Source: an optimization exercise on an open RTL-to-GDS flow (aim: small area). Production flows keep margins and buffers that such runs may drop.
In this exercise RTL edits were held to simulation tests only and were not proved equivalent to the original.
The clock input has no modelled driver; a real chip could not lean on it and would need a root buffer or a full tree.

==> trial 77 <==
==> flow/design.v <==
`default_nettype none
module connect4_top (
	input  logic                 clock,
	input  logic                 reset_n,
	input  logic                 wb_cyc_i,
	input  logic                 wb_stb_i,
	input  logic                 wb_we_i,
	input  logic [2-1:0] wb_adr_i,
	input  logic [8-1:0] wb_dat_i,
	output logic                 wb_ack_o,
	output logic [32-1:0] wb_dat_o,
	input  logic                 pix_ready,
	output logic                 pix_valid,
	output logic [8-1:0]  pix_x,
	output logic [7-1:0]  pix_y,
	output logic [3-1:0] pix_colour
);
	localparam int NC = 7;
	localparam int NR = 7;
	logic       ack_q;
	logic       rd_q;
	logic       move_req;
	logic       new_game;
	logic [2:0] move_col;
	logic       painting;
	logic       req;
	logic       is_move;
	logic       accept;
	assign req     = wb_cyc_i && wb_stb_i && !ack_q;
	assign is_move = wb_we_i && (wb_adr_i == 2'd0);
	assign accept  = req && !(is_move && painting);
	always_ff @(posedge clock) begin
		if (!reset_n) begin
			ack_q    <= 1'b0;
			rd_q     <= 1'b0;
			move_req <= 1'b0;
			new_game <= 1'b0;
		end else begin
			ack_q    <= accept;
			rd_q     <= accept && !wb_we_i && (wb_adr_i == 2'd2);
			move_req <= accept && is_move;
			new_game <= accept && wb_we_i && (wb_adr_i == 2'd1) && (wb_dat_i == 8'd1);
		end
	end
	always_ff @(posedge clock) begin
		if (!ack_q && !painting)
			move_col <= wb_dat_i[2:0] | {3{|wb_dat_i[7:3]}};
	end
	logic              clr;
	logic [5:0]        moves;
	logic [7:0]        illegal;
	logic              go_q;
	logic              go;
	logic              ty;           
	logic [NC-1:0][2:0] h;           
	logic [NC-1:0][NR-1:0] occ;
	logic [NC-1:0][NR-1:0] cb;       
	logic [NC-1:0][NR-1:0] tgt;      
	logic [NC-1:0]     en;           
	logic [2:0]        h_sel;
	logic [2:0]        h_nxt;
	logic              try;
	logic              legal;
	logic              place;
	logic              bad;
	logic              clr_h;
	logic              pend;
	assign clr = !reset_n || new_game;
	assign clr_h = !reset_n || ((new_game || pend) && !painting);
	always_ff @(posedge clock) begin
		pend <= reset_n && (new_game || pend) && painting;
	end
	assign ty  = moves[0];
	assign try = move_req && !go_q;
	for (genvar c = 0; c < NC; c++) begin : gen
		assign en[c] = try && (move_col == 3'(c)) && !(&h[c]);
	end
	assign legal = |en;
	assign place = legal;
	assign bad   = move_req && !legal;
	assign h_nxt = clr_h ? 3'd0 : h_sel + 1'b1;
	logic [NR-1:0] row;
	for (genvar r = 0; r < NR; r++) begin : grow
		assign row[r] = (h_sel == 3'(r));
	end
	always_comb begin
		h_sel = '0;
		for (int c = 0; c < NC; c++)
			h_sel = h_sel | ({3{move_col == 3'(c)}} & h[c]);
	end
	function automatic logic [7:0] inc8(input logic [7:0] q, input logic e);
		logic t;
		t = e;
		for (int i = 0; i < 8; i++) begin
			inc8[i] = q[i] ^ t;
			t = t & q[i];
		end
	endfunction
	always_ff @(posedge clock) begin
		logic [7:0] m;
		m       = inc8({2'b00, moves}, place);
		moves   <= clr ? 6'd0 : m[5:0];
		illegal <= clr ? 8'd0 : inc8(illegal, bad);
	end
	for (genvar c = 0; c < NC; c++) begin : gcol
		always_ff @(posedge clock) begin
			if (clr_h || en[c])
				h[c] <= h_nxt;
		end
		for (genvar r = 0; r < NR; r++) begin : gcell
			assign occ[c][r] = (h[c] > 3'(r));
			assign tgt[c][r] = en[c] && row[r];
			always_ff @(posedge clock) begin
				if (place)
					cb[c][r] <= tgt[c][r] || (occ[c][r] && !cb[c][r]);
			end
		end
	end
	logic pv;       
	logic       busy;
	logic [3:0] off;
	logic hit;
	function automatic logic run4(input logic [6:0] x, input int n);
		case (n)
			4: run4 = x[0] & x[1] & x[2] & x[3];
			5: run4 = x[1] & x[2] & x[3] & (x[0] | x[4]);
			6: run4 = x[2] & x[3] & ((x[0] & x[1]) | (x[1] & x[4]) | (x[4] & x[5]));
			default: run4 = x[3] & ((x[1] & x[2] & (x[0] | x[4])) | (x[4] & x[5] & (x[2] | x[6])));
		endcase
	endfunction
	logic [27:0][6:0] lv;
	logic [27:0]      l1;           
	for (genvar i = 0; i < 7; i++) begin : gline
		localparam int S   = i - 3;
		localparam int LEN = 7 - (S < 0 ? -S : S);
		localparam int SH  = S < 0 ? -S : 0;
		for (genvar k = 0; k < 7; k++) begin : gk
			assign lv[i][k]     = cb[k][i];
			assign lv[7 + i][k] = cb[i][k];
			if (k + S >= 0 && k + S < 7) begin : gd
				assign lv[14 + i][k - SH] = cb[k + S][k];
				assign lv[21 + i][k - SH] = cb[k + S][6 - k];
			end
			if (k >= LEN) begin : gz
				assign lv[14 + i][k] = 1'b0;
				assign lv[21 + i][k] = 1'b0;
			end
		end
		assign l1[i]      = run4(lv[i], 7);
		assign l1[7 + i]  = run4(lv[7 + i], 7);
		assign l1[14 + i] = run4(lv[14 + i], LEN);
		assign l1[21 + i] = run4(lv[21 + i], LEN);
	end
	assign hit = |l1;
	always_ff @(posedge clock) begin
		if (clr)
			go_q <= 1'b0;
		else if (pv && hit)
			go_q <= 1'b1;
	end
	assign go = go_q;
	logic       pcol;
	always_ff @(posedge clock) begin
		if (!reset_n) begin
			pv   <= 1'b0;
			busy <= 1'b0;
			off  <= '0;
		end else begin
			pv  <= place;
			if (pv)
				busy <= 1'b1;
			else if (busy && pix_ready && off == 4'hf)
				busy <= 1'b0;
			if (busy && pix_ready)
				off <= off + 1'b1;
		end
	end
	always_ff @(posedge clock) begin
		if (move_req) begin
			pcol <= ty;
		end
	end
	assign painting   = busy || pv;
	assign pix_valid  = busy;
	assign pix_x      = {3'b000, move_col, off[1:0]};
	assign pix_y      = {2'b00, ~h_sel, off[3:2]};
	assign pix_colour = pcol ? 3'b001 : 3'b100;
	logic [19:0] status;
	assign status = {illegal, moves, go, painting, ty, !ty, go && !ty, go && ty};
	assign wb_ack_o = ack_q;
	assign wb_dat_o = rd_q ? {12'b0, status} : '0;
endmodule
`default_nettype wire
==> flow/flow/run.sh <==
#!/bin/bash
# Standard layout with smaller port buffers, one tie cell per constant and no
# dummy clock loads. Synthesis is the standard one.
set -euo pipefail
bash standard.sh \
	BUFFER_PORTS_ARGS="-buffer_cell sky130_fd_sc_hd__buf_1" \
	SKIP_REPAIR_TIE_FANOUT=1 \
	CTS_ARGS="-sink_clustering_enable -repair_clock_nets -dont_use_dummy_load" \
	finish > standard_flow.log 2>&1
==> flow/standard.sh <==
#!/bin/bash
# synth_recipe.tcl (not shown) runs the flow's synth.tcl, then flattens the netlist and writes it again
# the make line also repeats each setting of config.mk as NAME=value (left out here)
make -C /OpenROAD-flow-scripts/flow DESIGN_CONFIG=/design/flow/config.mk WORK_HOME=/design/flow/orfs CLKGATE_MAP_FILE= SYNTH_SCRIPT=/design/flow/synth_recipe.tcl "${@:-finish}"
==> flow/config.mk <==
export PLATFORM = sky130hd
export DESIGN_NAME = connect4_top
export DESIGN_NICKNAME = connect4_top
export VERILOG_FILES = /design/flow/design.v
export SDC_FILE = /design/flow/constraint.sdc
export NUM_CORES = 4
export LEC_CHECK = 0
export CAP_MARGIN = 20
export CORE_MARGIN = 2
export CORE_UTILIZATION = 70
export SLEW_MARGIN = 20
==> flow/constraint.sdc <==
create_clock -name core_clock -period 10.0 [get_ports {clock}]
set_input_delay 2.0000 -clock core_clock [delete_from_list [all_inputs] [get_ports {clock}]]
set_output_delay 2.0000 -clock core_clock [all_outputs]
set_load 0.01 [all_outputs]
==> inputs of trial 62, as changes to trial 77 <==
==> flow/design.v, changed modules only <==
module connect4_top (
	input  logic                 clock,
	input  logic                 reset_n,
	input  logic                 wb_cyc_i,
	input  logic                 wb_stb_i,
	input  logic                 wb_we_i,
	input  logic [2-1:0] wb_adr_i,
	input  logic [8-1:0] wb_dat_i,
	output logic                 wb_ack_o,
	output logic [32-1:0] wb_dat_o,
	input  logic                 pix_ready,
	output logic                 pix_valid,
	output logic [8-1:0]  pix_x,
	output logic [7-1:0]  pix_y,
	output logic [3-1:0] pix_colour
);
	localparam int NC = 7;
	localparam int NR = 7;
	logic       ack_q;
	logic       rd_q;
	logic       move_req;
	logic       new_game;
	logic [2:0] move_col;
	logic       painting;
	logic       req;
	logic       is_move;
	logic       accept;
	assign req     = wb_cyc_i && wb_stb_i && !ack_q;
	assign is_move = wb_we_i && (wb_adr_i == 2'd0);
	assign accept  = req && !(is_move && painting);
	always_ff @(posedge clock) begin
		if (!reset_n) begin
			ack_q    <= 1'b0;
			rd_q     <= 1'b0;
			move_req <= 1'b0;
			new_game <= 1'b0;
		end else begin
			ack_q    <= accept;
			rd_q     <= accept && !wb_we_i && (wb_adr_i == 2'd2);
			move_req <= accept && is_move;
			new_game <= accept && wb_we_i && (wb_adr_i == 2'd1) && (wb_dat_i == 8'd1);
		end
	end
	always_ff @(posedge clock) begin
		if (!ack_q && !painting)
			move_col <= wb_dat_i[2:0] | {3{|wb_dat_i[7:3]}};
	end
	logic              clr;
	logic [5:0]        moves;
	logic [7:0]        illegal;
	logic              go_q;
	logic              go;
	logic              ty;           
	logic [NC-1:0][2:0] g;           
	logic [NC-1:0][NR-1:0] occ;
	logic [NC-1:0][NR-1:0] cb;       
	logic [NC-1:0]     en;           
	logic [2:0]        g_sel;
	logic [2:0]        g_nxt;
	logic              try;
	logic              legal;
	logic              place;
	logic              pv;           
	logic              bad;
	logic              clr_h;
	logic              pend;
	logic              clr_d;
	assign clr = !reset_n || new_game;
	assign clr_h = !reset_n || ((new_game || pend) && !painting);
	always_ff @(posedge clock) begin
		pend  <= reset_n && (new_game || pend) && painting;
		clr_d <= clr_h;
	end
	assign ty  = moves[0];
	assign try = move_req && !go_q;
	assign legal = try && (move_col != 3'd7) && (g_sel != 3'd0);
	assign place = legal;
	for (genvar c = 0; c < NC; c++) begin : gen
		assign en[c] = place && (move_col == 3'(c));
	end
	assign bad   = move_req && !legal;
	assign g_nxt = clr_h ? 3'd7 : g_sel - 1'b1;
	always_comb begin
		g_sel = '0;
		for (int c = 0; c < NC; c++)
			g_sel = g_sel | ({3{move_col == 3'(c)}} & g[c]);
	end
	function automatic logic [7:0] inc8(input logic [7:0] q, input logic e);
		logic t;
		t = e;
		for (int i = 0; i < 8; i++) begin
			inc8[i] = q[i] ^ t;
			t = t & q[i];
		end
	endfunction
	always_ff @(posedge clock) begin
		logic [7:0] m;
		m       = inc8({2'b00, moves}, place);
		moves   <= clr ? 6'd0 : m[5:0];
		illegal <= clr ? 8'd0 : inc8(illegal, bad);
	end
	for (genvar c = 0; c < NC; c++) begin : gcol
		always_ff @(posedge clock) begin
			if (clr_h || en[c])
				g[c] <= g_nxt;
		end
		for (genvar r = 0; r < NR; r++) begin : gcell
			assign occ[c][r] = (g[c] < 3'(NR - r));
			always_ff @(posedge clock) begin
				if (pv || clr_d)
					cb[c][r] <= occ[c][r] && !cb[c][r];
			end
		end
	end
	logic       busy;
	logic [3:0] off;
	logic hit;
	function automatic logic run4(input logic [6:0] x, input int n);
		case (n)
			4: run4 = x[0] & x[1] & x[2] & x[3];
			5: run4 = x[1] & x[2] & x[3] & (x[0] | x[4]);
			6: run4 = x[2] & x[3] & ((x[0] & x[1]) | (x[1] & x[4]) | (x[4] & x[5]));
			default: run4 = x[3] & ((x[1] & x[2] & (x[0] | x[4])) | (x[4] & x[5] & (x[2] | x[6])));
		endcase
	endfunction
	logic [27:0][6:0] lv;
	logic [27:0]      l1;           
	for (genvar i = 0; i < 7; i++) begin : gline
		localparam int S   = i - 3;
		localparam int LEN = 7 - (S < 0 ? -S : S);
		localparam int SH  = S < 0 ? -S : 0;
		for (genvar k = 0; k < 7; k++) begin : gk
			assign lv[i][k]     = cb[k][i];
			assign lv[7 + i][k] = cb[i][k];
			if (k + S >= 0 && k + S < 7) begin : gd
				assign lv[14 + i][k - SH] = cb[k + S][k];
				assign lv[21 + i][k - SH] = cb[k + S][6 - k];
			end
			if (k >= LEN) begin : gz
				assign lv[14 + i][k] = 1'b0;
				assign lv[21 + i][k] = 1'b0;
			end
		end
		assign l1[i]      = run4(lv[i], 7);
		assign l1[7 + i]  = run4(lv[7 + i], 7);
		assign l1[14 + i] = run4(lv[14 + i], LEN);
		assign l1[21 + i] = run4(lv[21 + i], LEN);
	end
	assign hit = |l1;
	logic chk;
	assign chk = busy && (off == 4'd0) && !pend;
	assign go  = go_q || (chk && hit);
	always_ff @(posedge clock) begin
		if (clr)
			go_q <= 1'b0;
		else
			go_q <= go;
	end
	logic       pcol;
	always_ff @(posedge clock) begin
		if (!reset_n) begin
			pv   <= 1'b0;
			busy <= 1'b0;
			off  <= '0;
		end else begin
			pv  <= place;
			if (pv)
				busy <= 1'b1;
			else if (busy && pix_ready && off == 4'hf)
				busy <= 1'b0;
			if (busy && pix_ready)
				off <= off + 1'b1;
		end
	end
	always_ff @(posedge clock) begin
		if (move_req) begin
			pcol <= ty;
		end
	end
	assign painting   = busy || pv;
	assign pix_valid  = busy;
	assign pix_x      = {3'b000, move_col, off[1:0]};
	assign pix_y      = {2'b00, g_sel, off[3:2]};
	assign pix_colour = pcol ? 3'b001 : 3'b100;
	logic [19:0] status;
	assign status = {illegal, moves, go, painting, ty, !ty, go && !ty, go && ty};
	assign wb_ack_o = ack_q;
	assign wb_dat_o = rd_q ? {12'b0, status} : '0;
endmodule
==> flow/flow/run.sh (replaced) <==
#!/bin/bash
# Standard layout with smaller port buffers, one tie cell per constant, no
# dummy clock loads, gates sized down after floorplan (downsize.tcl) and the
# clock tree's leaves merged pairwise (clock_tree.tcl). Synthesis is the
# standard one.
set -euo pipefail
bash standard.sh \
	BUFFER_PORTS_ARGS="-buffer_cell sky130_fd_sc_hd__buf_1" \
	SKIP_REPAIR_TIE_FANOUT=1 \
	CTS_ARGS="-sink_clustering_enable -repair_clock_nets -dont_use_dummy_load" \
	POST_FLOORPLAN_TCL="$(pwd)/flow/downsize.tcl" \
	POST_CTS_TCL="$(pwd)/flow/clock_tree.tcl" \
	finish > standard_flow.log 2>&1
==> flow/flow/clock_tree.tcl (new file) <==
# Run after CTS: merge the leaf clock buffers pairwise, neighbours by
# position, so half as many leaves, each a clkbuf_16, drive twice the
# flip-flops; each leaf moves to the middle of its flip-flops.
set block [ord::get_db_block]
set db [ord::get_db]
set leaves {}
foreach inst [$block getInsts] {
  set name [$inst getName]
  if { [string match clkbuf_*_clock $name] && $name ne "clkbuf_0_clock" } {
    lassign [$inst getLocation] x y
    lappend leaves [list $inst $x $y]
  }
}
proc pairs { items } {
  # split by x into halves, each by y into halves, recursively down to pairs
  set n [llength $items]
  if { $n <= 2 } { return [list $items] }
  set sx [lsort -integer -index 1 $items]
  set h [expr { $n / 2 }]
  set out {}
  foreach half [list [lrange $sx 0 [expr { $h - 1 }]] [lrange $sx $h end]] {
    set sy [lsort -integer -index 2 $half]
    set m [llength $sy]
    if { $m <= 2 } { lappend out $sy; continue }
    set q [expr { $m / 2 }]
    lappend out [lrange $sy 0 [expr { $q - 1 }]] [lrange $sy $q end]
  }
  return $out
}
set removed 0
foreach grp [pairs $leaves] {
  set keep [lindex $grp 0 0]
  set knet [[$keep findITerm X] getNet]
  foreach item [lrange $grp 1 end] {
    set inst [lindex $item 0]
    set onet [[$inst findITerm X] getNet]
    foreach it [$onet getITerms] {
      if { [$it getInst] ne $inst } {
        $it disconnect
        $it connect $knet
      }
    }
    [$inst findITerm A] disconnect
    [$inst findITerm X] disconnect
    odb::dbInst_destroy $inst
    odb::dbNet_destroy $onet
    incr removed
  }
  set sx 0; set sy 0; set n 0
  foreach it [$knet getITerms] {
    if { [$it getInst] ne $keep } {
      lassign [[$it getInst] getLocation] x y
      incr sx $x; incr sy $y; incr n
    }
  }
  if { $n > 0 } { $keep setLocation [expr { $sx / $n }] [expr { $sy / $n }] }
  $keep swapMaster [$db findMaster sky130_fd_sc_hd__clkbuf_16]
}
puts "clock_tree.tcl: removed $removed leaf buffers"
detailed_placement
check_placement -verbose
==> flow/flow/downsize.tcl (new file) <==
# Run after floorplan: synthesis sized some gates up, which the slack at this
# clock period does not need; take each combinational gate down to the
# smallest size of its function. Later repair steps size up again where a
# slew, load or timing limit asks for it.
set db [ord::get_db]
set block [ord::get_db_block]
set n 0
foreach inst [$block getInsts] {
  set m [$inst getMaster]
  if { ![regexp {^(sky130_fd_sc_hd__)([a-z0-9]+)_([0-9]+)$} [$m getName] -> pre fn sz] } {
    continue
  }
  if { [regexp {^(df|edf|sdf|dl|clk|tap|conb|fill|decap|diode|lpflow|buf|ebuf|einv)} $fn] } {
    continue
  }
  set best $m
  foreach s {0 1 2 4} {
    set cand [$db findMaster ${pre}${fn}_$s]
    if { $cand != "NULL" && $cand != "" && [$cand getWidth] < [$best getWidth] } {
      set best $cand
    }
  }
  if { $best != $m } {
    $inst swapMaster $best
    incr n
  }
}
puts "downsize.tcl: $n gates sized down"
==> inputs of build 32, as changes to trial 77 <==
--- a/flow/design.v
+++ b/flow/design.v
@@ -57,6 +57,5 @@
 	logic [NC-1:0][NR-1:0] cb;       
-	logic [NC-1:0][NR-1:0] tgt;      
+	logic [NC-1:0][NR-1:0] same;
 	logic [NC-1:0]     en;           
 	logic [2:0]        h_sel;
-	logic [2:0]        h_nxt;
 	logic              try;
@@ -80,7 +79,2 @@
 	assign bad   = move_req && !legal;
-	assign h_nxt = clr_h ? 3'd0 : h_sel + 1'b1;
-	logic [NR-1:0] row;
-	for (genvar r = 0; r < NR; r++) begin : grow
-		assign row[r] = (h_sel == 3'(r));
-	end
 	always_comb begin
@@ -106,4 +100,5 @@
 		always_ff @(posedge clock) begin
-			if (clr_h || en[c])
-				h[c] <= h_nxt;
+			h[c][0] <= !clr_h && (h[c][0] ^ en[c]);
+			h[c][1] <= !clr_h && (h[c][1] ^ (en[c] && h[c][0]));
+			h[c][2] <= !clr_h && (h[c][2] ^ (en[c] && h[c][0] && h[c][1]));
 		end
@@ -111,7 +106,7 @@
 			assign occ[c][r] = (h[c] > 3'(r));
-			assign tgt[c][r] = en[c] && row[r];
 			always_ff @(posedge clock) begin
-				if (place)
-					cb[c][r] <= tgt[c][r] || (occ[c][r] && !cb[c][r]);
+				if (!occ[c][r])
+					cb[c][r] <= ty;
 			end
+			assign same[c][r] = cb[c][r] ^ ty;
 		end
@@ -121,2 +116,3 @@
 	logic [3:0] off;
+	logic chk;      
 	logic hit;
@@ -132,2 +128,5 @@
 	logic [27:0]      l1;           
+	logic [27:0]      l0;           
+	logic             hit0;
+	logic             hit1;
 	for (genvar i = 0; i < 7; i++) begin : gline
@@ -152,4 +151,12 @@
 		assign l1[21 + i] = run4(lv[21 + i], LEN);
+		assign l0[i]      = run4(~lv[i], 7);
+		assign l0[7 + i]  = run4(~lv[7 + i], 7);
+		assign l0[14 + i] = run4(~lv[14 + i], LEN);
+		assign l0[21 + i] = run4(~lv[21 + i], LEN);
 	end
-	assign hit = |l1;
+	assign hit1 = |l1;
+	assign hit0 = |l0;
+	assign hit = ty ? hit0 : hit1;
+	assign chk = busy && (off == 4'd0) && !pend;
+	assign go  = go_q || (chk && hit);
 	always_ff @(posedge clock) begin
@@ -157,6 +164,5 @@
 			go_q <= 1'b0;
-		else if (pv && hit)
-			go_q <= 1'b1;
+		else
+			go_q <= go;
 	end
-	assign go = go_q;
 	logic       pcol;
==> reports/summary.json <==
{
  "status": "timing/DRC/antenna clean",
  "initial_cell_density_of_the_core_pct": 71.9,
  "hpwl_um": 9500,
  "critical_path.startpoint": "move_col[1]$_DFFE_PP_",
  "wl_met1_um": 4990,
  "grt_pass1_wl_um": 21100,
  "drt-wirelength-per-cell_um": 21.1,
  "synth.area.top_cells": "edfxtp_1 (43%), dfxtp_1 (10%), o22ai_1 (5.2%), ha_1 (4.3%), and2_1 (3.7%)",
  "registers_with_the_highest_flip_flop_counts": "cb (49), h (21), illegal (8)",
  "seq_cells": 100,
  "fmax_mhz": 239,
  "cpLargestDelayFamily": "compound AO/OA/AOI/OAI gates",
  "critPathArrivalTime_ns": 2.19,
  "power.clock.fraction_pct": 29.2,
  "buffers_and_inverters_on_the_worst_path": 2,
  "grt_max_degree": 51
}
the above is filed under trial 77

==> reports/summary.json <==
{
  "status": "timing/DRC/antenna clean",
  "registers_with_the_highest_flip_flop_counts": "cb (49), h (21), illegal (8)",
  "seq_cells": 100,
  "critical_path.startpoint": "cb[32]$_DFFE_PP_",
  "hpwl_um": 11100,
  "grt_max_degree": 55,
  "fmax_mhz": 204,
  "power.clock.fraction_pct": 31.7,
  "critPathArrivalTime_ns": 2.91,
  "initial_cell_density_of_the_core_pct": 72.3,
  "grt_pass1_wl_um": 27000
}
the above is filed under build 32

==> reports/summary.json <==
{
  "status": "timing/DRC/antenna clean",
  "power.clock.fraction_pct": 27.6,
  "cpLargestDelayFamily": "simple AND/OR/NAND/NOR gates",
  "buffers_and_inverters_on_the_worst_path": 1,
  "initial_cell_density_of_the_core_pct": 72.0,
  "grt_max_degree": 50,
  "fmax_mhz": 213,
  "registers_with_the_highest_flip_flop_counts": "cb (49), g (21), illegal (8)",
  "seq_cells": 101,
  "drt-wirelength-per-cell_um": 18.4,
  "critPathArrivalTime_ns": 2.69,
  "critical_path.startpoint": "cb[29]$_DFFE_PP_",
  "wl_met1_um": 4150
}
the above is filed under trial 62

==> separate check: timing with driven ports <==
Ports are ideal in the flow. The routed layouts listed here were re-timed in OpenROAD. Step 1 assumes that a clkbuf_16 drives the clock port and a buf_2 every other input. Step 2 also shifts input and output timing later by t, the mid clock arrival at the registers, as if the neighbouring blocks saw the same clock. a / b / c = no drivers / after step 1 / after step 2; a / b = the first two.
run	t, ns	slack for setup (ns)	worst setup path after step 2	latest minus earliest clock arrival (ns)
trial 77	0.380	5.815 / 5.781 / 6.161	register to output	0.036 / 0.037
trial 62	0.379	5.310 / 5.279 / 5.658	register to output	0.014 / 0.014
build 32	0.387	5.092 / 5.063 / 5.449	register to output	0.027 / 0.027
After both steps every run listed still meets setup and hold.
